This is an optimization exercise on Yosys and OpenROAD, whose aim is small area, a short achievable clock period and few clock cycles, not a production implementation. Only simulation tests tie the RTL to the original design; equivalence was not proved. No activity file was given, so power comes from the tool's default toggle rates.

`run.sh`:
```
#!/bin/bash
# synth_recipe.tcl (not shown) runs the flow's synth.tcl, then flattens the netlist and writes it again
# the make line also repeats each setting of config.mk as NAME=value (left out here)
make -C /OpenROAD-flow-scripts/flow DESIGN_CONFIG=/design/flow/config.mk WORK_HOME=/design/flow/orfs CLKGATE_MAP_FILE= SYNTH_SCRIPT=/design/flow/synth_recipe.tcl finish
```
`config.mk`:
```
export PLATFORM = sky130hd
export DESIGN_NAME = alu_operand_seq
export DESIGN_NICKNAME = alu_operand_seq
export VERILOG_FILES = /design/flow/design.v
export SDC_FILE = /design/flow/constraint.sdc
export NUM_CORES = 4
export LEC_CHECK = 0
export CAP_MARGIN = 20
export CORE_MARGIN = 2
export CORE_UTILIZATION = 40
export SLEW_MARGIN = 20
```
`design.v`:
```
package alu_operand_seq_pkg;
    localparam int DATA_W      = 32;
    localparam int REG_IDX_W   = 5;
    localparam int OP_W        = 5;
    localparam int IMM_W       = 16;
    localparam int NUM_REGS    = 32;
    localparam int NUM_OPS_DEF = 7;
    function automatic logic signed [DATA_W-1:0] sext_imm(input logic [IMM_W-1:0] imm);
        sext_imm = {{(DATA_W-IMM_W){imm[IMM_W-1]}}, imm};
    endfunction
endpackage
module alu_regfile
(
    input  logic                 clk,
    input  logic                 rst,
    input  logic [alu_operand_seq_pkg::REG_IDX_W-1:0] i_ra_addr,
    output logic [alu_operand_seq_pkg::DATA_W-1:0]    o_ra_data,
    input  logic [alu_operand_seq_pkg::REG_IDX_W-1:0] i_rb_addr,
    output logic [alu_operand_seq_pkg::DATA_W-1:0]    o_rb_data,
    input  logic                 i_we,
    input  logic [alu_operand_seq_pkg::REG_IDX_W-1:0] i_wa,
    input  logic [alu_operand_seq_pkg::DATA_W-1:0]    i_wd
);
    localparam int N = alu_operand_seq_pkg::NUM_REGS;
    localparam int W = alu_operand_seq_pkg::DATA_W;
    logic [W-1:0] r_mem [1:N-1];
    logic [W-1:0] w_wd;
    logic [N-1:1] w_en;
    assign w_wd = i_wd & {W{~rst}};
    always_comb begin
        for (int i = 1; i < N; i++) begin
            w_en[i] = rst | (i_we && i_wa == 5'(i));
        end
    end
    always_ff @(posedge clk) begin
        for (int i = 1; i < N; i++) begin
            if (w_en[i]) r_mem[i] <= w_wd;
        end
    end
    logic [W-1:0] r_full [N];
    always_comb begin
        r_full[0] = '0;
        for (int i = 1; i < N; i++) r_full[i] = r_mem[i];
    end
    assign o_ra_data = r_full[i_ra_addr];
    assign o_rb_data = r_full[i_rb_addr];
endmodule
module alu_operand_seq
#(
    parameter int ALU_LAT = 1,
    parameter int NUM_OPS = alu_operand_seq_pkg::NUM_OPS_DEF
) (
    input  logic                 clk,
    input  logic                 rst,
    input  logic                 CMD_VALID,
    output logic                 CMD_READY,
    input  logic [alu_operand_seq_pkg::OP_W-1:0]      CMD_OP,
    input  logic [alu_operand_seq_pkg::REG_IDX_W-1:0] CMD_RS,
    input  logic [alu_operand_seq_pkg::REG_IDX_W-1:0] CMD_RT,
    input  logic [alu_operand_seq_pkg::REG_IDX_W-1:0] CMD_RD,
    input  logic                 CMD_USE_IMM,
    input  logic [alu_operand_seq_pkg::IMM_W-1:0]     CMD_IMM,
    output logic [alu_operand_seq_pkg::DATA_W-1:0]    ALU_A,
    output logic [alu_operand_seq_pkg::DATA_W-1:0]    ALU_B,
    output logic [alu_operand_seq_pkg::OP_W-1:0]      ALU_OP,
    input  logic [alu_operand_seq_pkg::DATA_W-1:0]    ALU_OUT,
    output logic                 DONE,
    output logic [alu_operand_seq_pkg::DATA_W-1:0]    RESULT,
    output logic                 ERR,
    input  logic [alu_operand_seq_pkg::REG_IDX_W-1:0] DBG_ADDR,
    output logic [alu_operand_seq_pkg::DATA_W-1:0]    DBG_DATA
);
    localparam int W = alu_operand_seq_pkg::DATA_W;
    logic        f_v;
    logic [4:0]  f_op, f_rs, f_rt, f_rd;
    logic        f_ui;
    logic [15:0] f_imm;
    logic        e_done, e_err, e_we;
    logic [4:0]  e_rd;
    logic [W-1:0] r_alu_a, r_alu_b;
    logic [4:0]  r_alu_op;
    logic [W-1:0] r_result;
    logic        r_done, r_err;
    logic         f_legal;
    logic [4:0]   w_ra_addr;
    logic [W-1:0] w_ra_data, w_rb_data;
    assign CMD_READY = !rst;
    assign f_legal   = int'(f_op) < NUM_OPS;
    assign w_ra_addr = f_v ? f_rs : DBG_ADDR;
    alu_regfile u_regfile (
        .clk       (clk),
        .rst       (rst),
        .i_ra_addr (w_ra_addr),
        .o_ra_data (w_ra_data),
        .i_rb_addr (f_rt),
        .o_rb_data (w_rb_data),
        .i_we      (e_we),
        .i_wa      (e_rd),
        .i_wd      (ALU_OUT)
    );
    assign DBG_DATA = w_ra_data;
    always_ff @(posedge clk) begin
        f_op  <= CMD_OP;
        f_rs  <= CMD_RS;
        f_rt  <= CMD_RT;
        f_rd  <= CMD_RD;
        f_ui  <= CMD_USE_IMM;
        f_imm <= CMD_IMM;
    end
    always_ff @(posedge clk) begin
        e_rd     <= f_rd;
        r_alu_op <= f_op;
        r_alu_a  <= (e_we && e_rd == f_rs) ? ALU_OUT : w_ra_data;
        r_alu_b  <= f_ui ? alu_operand_seq_pkg::sext_imm(f_imm)
                  : (e_we && e_rd == f_rt) ? ALU_OUT : w_rb_data;
        r_result <= ALU_OUT;
    end
    always_ff @(posedge clk) begin
        if (rst) begin
            f_v    <= 1'b0;
            e_done <= 1'b0;
            e_err  <= 1'b0;
            e_we   <= 1'b0;
            r_done <= 1'b0;
            r_err  <= 1'b0;
        end else begin
            f_v    <= CMD_VALID;
            e_done <= f_v && f_legal;
            e_err  <= f_v && !f_legal;
            e_we   <= f_v && f_legal && (f_rd != '0);
            r_done <= e_done;
            r_err  <= e_err;
        end
    end
    assign ALU_A  = r_alu_a;
    assign ALU_B  = r_alu_b;
    assign ALU_OP = r_alu_op;
    assign RESULT = r_result;
    assign DONE   = r_done;
    assign ERR    = r_err;
endmodule
```
`constraint.sdc`:
```
create_clock -name core_clock -period 6.0 [get_ports {clk}]
set_input_delay 1.2000 -clock core_clock [delete_from_list [all_inputs] [get_ports {clk}]]
set_output_delay 1.2000 -clock core_clock [all_outputs]
set_load 0.01 [all_outputs]
```
==> summary.txt <==
==> synthesized netlist by cell type, types with 10 or more instances <==
cell type,n
edfxtp_1,992
a22oi_1,561
clkbuf_1,295
and3_1,243
nand2_1,151
dfxtp_1,149
o221ai_1,126
nand3_1,123
a2111oi_0,83
o21ai_0,78
a222oi_1,70
nor4_1,51
nand4_1,42
inv_1,40
o2111ai_1,40
nor2b_1,39
nor2_1,31
and2_1,29
o211ai_1,29
a221oi_1,27
buf_2,27
o22a_1,22
a21oi_1,21
buf_1,17
o22ai_1,17
or4_1,17
a21o_1,16
mux2i_1,15
a31oi_1,14
a22o_1,13
a221o_1,12
mux2_4,11
nor3_1,11
or4_4,11
nor3b_1,10
==> sequential cells by signal, indices dropped and copies added (netlist names), 5 cells and up <==
register	flops
u_regfile.r_mem	992
r_alu_a	32
r_alu_b	32
r_result	32
f_imm	16
e_rd	5
f_op	5
f_rd	5
f_rs	5
f_rt	5
r_alu_op	5
==> worst reg2reg max path, stage by stage (launching register included) <==
cell	delay (ns)
dfxtp_1	0.41
and2_2	0.52
buf_4	0.42
and2_1	0.59
buf_4	0.48
buf_4	0.26
a22oi_1	0.16
nand3_1	0.11
nor4_1	0.98
o221ai_1	0.20
==> timing repair <==
| item | in CTS | in global routing |
|---|---|---|
| hold buffers | 0 | 0 |
| gates resized for setup | 1 | 7 |
| setup buffers | 0 | 2 |
| pin swaps | 0 | 1 |
| setup endpoints to repair | 1 | 22 |
==> layout by cell type (no fill, tap or decap), drive strengths merged, types with 15 or more instances in the layout <==
| cell type | synthesis | layout |
|---|---|---|
| a2111oi | 83 | 83 |
| a21o | 16 | 16 |
| a21oi | 21 | 21 |
| a221oi | 27 | 27 |
| a222oi | 70 | 70 |
| a22oi | 561 | 561 |
| and2 | 34 | 34 |
| and3 | 243 | 243 |
| buf | 50 | 268 |
| clkbuf | 296 | 171 |
| clkdlybuf4s50 | 0 | 211 |
| clkinv | 0 | 41 |
| dfxtp | 149 | 149 |
| diode | 0 | 17 |
| edfxtp | 992 | 992 |
| inv | 40 | 53 |
| mux2 | 15 | 15 |
| mux2i | 15 | 15 |
| nand2 | 151 | 151 |
| nand3 | 123 | 123 |
| nand4 | 42 | 42 |
| nor2 | 31 | 31 |
| nor2b | 39 | 39 |
| nor4 | 51 | 51 |
| o2111ai | 40 | 40 |
| o211ai | 29 | 29 |
| o21ai | 79 | 79 |
| o221ai | 126 | 126 |
| o22a | 22 | 22 |
| o22ai | 17 | 17 |
| or4 | 28 | 28 |
==> area by class of cell <==
class	count	share of cell area, %
flip-flops and latches	1141	56.03
inverters	40	0.2567
repair buffers	479	7.625
multi-input cells	2004	25.16
diodes	17	0.07272
clock buffers	171	6.158
well taps	1612	3.448
clock inverters	68	1.251
==> report_power, final <==
part / switching (mW) / leakage [nW] / internal [mW] / total (mW)
Combinational: 1.39 / 7.85 / 0.689 / 2.07
Clock: 3.50 / 2.11 / 4.68 / 8.18
Sequential: 0.373 / 11.1 / 9.29 / 9.67
Total: 5.25 / 21.1 / 14.7 / 19.9
==> per-stage QoR <==
| stage | hold WS [ns] | instance area (um2) |
|---|---|---|
| final | 0.3529 | 58500 |
| after global routing | 0.3569 | 58460 |
| after CTS | 0.3510 | 58360 |
| after detailed placement | 0.3355 | 54020 |
| after global placement | 0.3367 | 54010 |
| after floorplan | 0.3227 | 48410 |
==> worst max-delay path by stage <==
| stage | from | slack, ns | cells after the start | to |
|---|---|---|---|---|
| after floorplan | e_rd[1]$_DFF_P_ | 1.34 | 3 | u_regfile.r_mem[19][0]$_DFFE_PP_ |
| after global placement | DBG_ADDR[3] | -0.05 | 11 | DBG_DATA[19] |
| after detailed placement | DBG_ADDR[0] | -0.007 | 10 | DBG_DATA[19] |
| after CTS | f_v$_SDFF_PP0_ | 0.04 | 9 | DBG_DATA[13] |
| after global routing | DBG_ADDR[2] | 0.001 | 10 | DBG_DATA[11] |
| final | DBG_ADDR[3] | -0.02 | 11 | DBG_DATA[19] |
==> routing by layer <==
layer  share of wire (%)  wire [um]  up-vias  GRT usage (%)
li1                    -          -    15355              -
met1                  33      81950    20358          49.37
met2                  38      94700     5674          51.54
met3                  20      48730     1504          19.41
met4                 8.7      21420       20          26.08
met5                0.14        334        -         0.9027
==> kinds of logic after synthesis <==
kind of cell / synth area share, %
buf+inv: 3.151
compound gates: 18.59
xor+xnor: 0.1809
simple gates: 9.636
flops: 67.70
mux: 0.7444
==> flow_summary.ini <==
[status]
status = failed layout checks
so.violations = setup timing

[setup_path]
arrival_ns = 4.82
r2r-start = f_rt[0]$_DFF_P_
critical_path.endpoint_type = output port
reg2reg_slack_ns = 1.69
critPathBufInv = 5
cpMaxStageDelayCell = clkdlybuf4s50_1
critPathRequiredTime_ns = 4.80
crit_type = input port to output port
r2r_end = r_alu_b[12]$_DFF_P_
path_max_fanout = 14
path_cells = clkdlybuf4s50_1 > buf_4 > nor4bb_4 > o22a_2 > buf_4 > a22oi_1 > nand4_1 > nor4_2 > buf_4 > nand2_1 > clkdlybuf4s50_1
cp-start-kind = input port
cpMostUsedCell = buf_4
ff2ff_path_depth = 9
cpPeakStageDelay_ns = 0.65
critical_path.top_delay_family = buffers and inverters

[sta]
hold_viol = 0
fin_crit_ns = 6.017
drv_slew = 0
fin_ws_ns = -0.01702
worstMarginPinSlew_ns = 1.298
tns_ns = -0.01702
period_share_pct = 100.3
skew_ns = 0.04301
max_freq_mhz = 166.2
setup_violations = 1
rsz0062_at_grt = no
slew-limit-headroom_pct = 13.48

[synthesis]
synth_nets = 3608
yosysTopAreaCellShare_pct = 61.54
synth_edf_count = 992
yosysUniqueCellTypes = 66
ys_ff_latch = 1141
synthesis.area_um2 = 48410
synth-main-ff-cell = edfxtp_1
syn_avg_cell_area_um2 = 13.71
synthCells = 3531
synthTopCellsByArea = edfxtp_1 62%, a22oi_1 8.7%, dfxtp_1 6.2%, and3_1 3.1%, clkbuf_1 2.3%
synth_top_area_cell = edfxtp_1
ys_seq_area_share_pct = 67.70
ys_warn_count = 4
async_flop_share_pct = 0

[drt]
ant_nets = 0
drt_first_pass_iters = 13
viasPerCell = 7.757
drt-total-wl_um = 247100
wire_per_inst_um = 44.67
drt-initial-drc-count = 11721
drcViolationCount = 0
vias = 42911

[clock_tree]
clkTransAtPathRegs_ns = 0.06
clk_latency_ns = 0.80
cts_tree = done
cts_buffers = 130
htreeDepth = 4
cts_buffer_depth = 3
ctsRootBufferMaster = clkbuf_16
cts_sinks = 1141

[floorplanning]
rows = 127
die_x_um = 351.9
start_util_pct = 40.35
dieArea_um2 = 123800
design.core.area_um2 = 120000
die_y_um = 351.9
io_pins = 213

[global_route]
antenna_found_initial = 21
grt_remaining_overflow = 0
grt_pass1_wl_um = 327700
grt_max_degree = 51
grt_use_total_pct = 38.93
grt_pass1_vias = 39109

[flow_run]
cap_violations = 0

[power]
totalPowerFinal_mw = 19.92
vdd_ir_drop_max_uv = 286.1
p_leak_nw = 21.06
powerDensity_nw_per_um2 = 340.6

[placed_design]
routabilityCongestion = 1.007
dp_worst_setup_slack_ns = -0.006902
dp_cells = 5273
place_hpwl_um = 138700
port_buffers = 212

[cells_and_area]
n_fill_cell = 10297
drive_gt1_share_pct = 15.78
fin_util_pct = 48.76
multi_input_area_um2 = 14720
areaGrowthSynthToFinish_pct = 20.84
regArea_um2 = 32780
stdcell_count = 5532
nets = 3873

[hold_path]
hold_depth = 0
hp-start = f_rd[0]$_DFF_P_
whs_endpoint = e_rd[0]$_DFF_P_
min_path_type = register to register
Testbench counts, summed over its fixed seeds: cycles 12,016.

## static timing again, ports no longer ideal
How much do the figures lean on ideal ports? The routed layout below was timed once more, with nothing changed but the port constraints. Step 1 sets driving cells, clkbuf_16 on the clock port and buf_2 on the other inputs (assumed; they add their load-dependent delay and slew). Step 2 adds t to the input delays and takes it off the output delays; t is the mean of the earliest and latest rising clock arrival at the registers after step 1. Input paths then give back, and output paths get back, about the clock's delay inside the block. a / b / c = no drivers / after step 1 / after step 2; a / b = the first two.
t, ns: 0.867
slack for setup (ns): -0.017 / -0.097 / -0.097
worst setup path after step 2: input to output
latest minus earliest clock arrival (ns): 0.057 / 0.057
For this run, drivers alone change the setup slack by -0.080 ns; drivers and shift together by -0.080 ns.
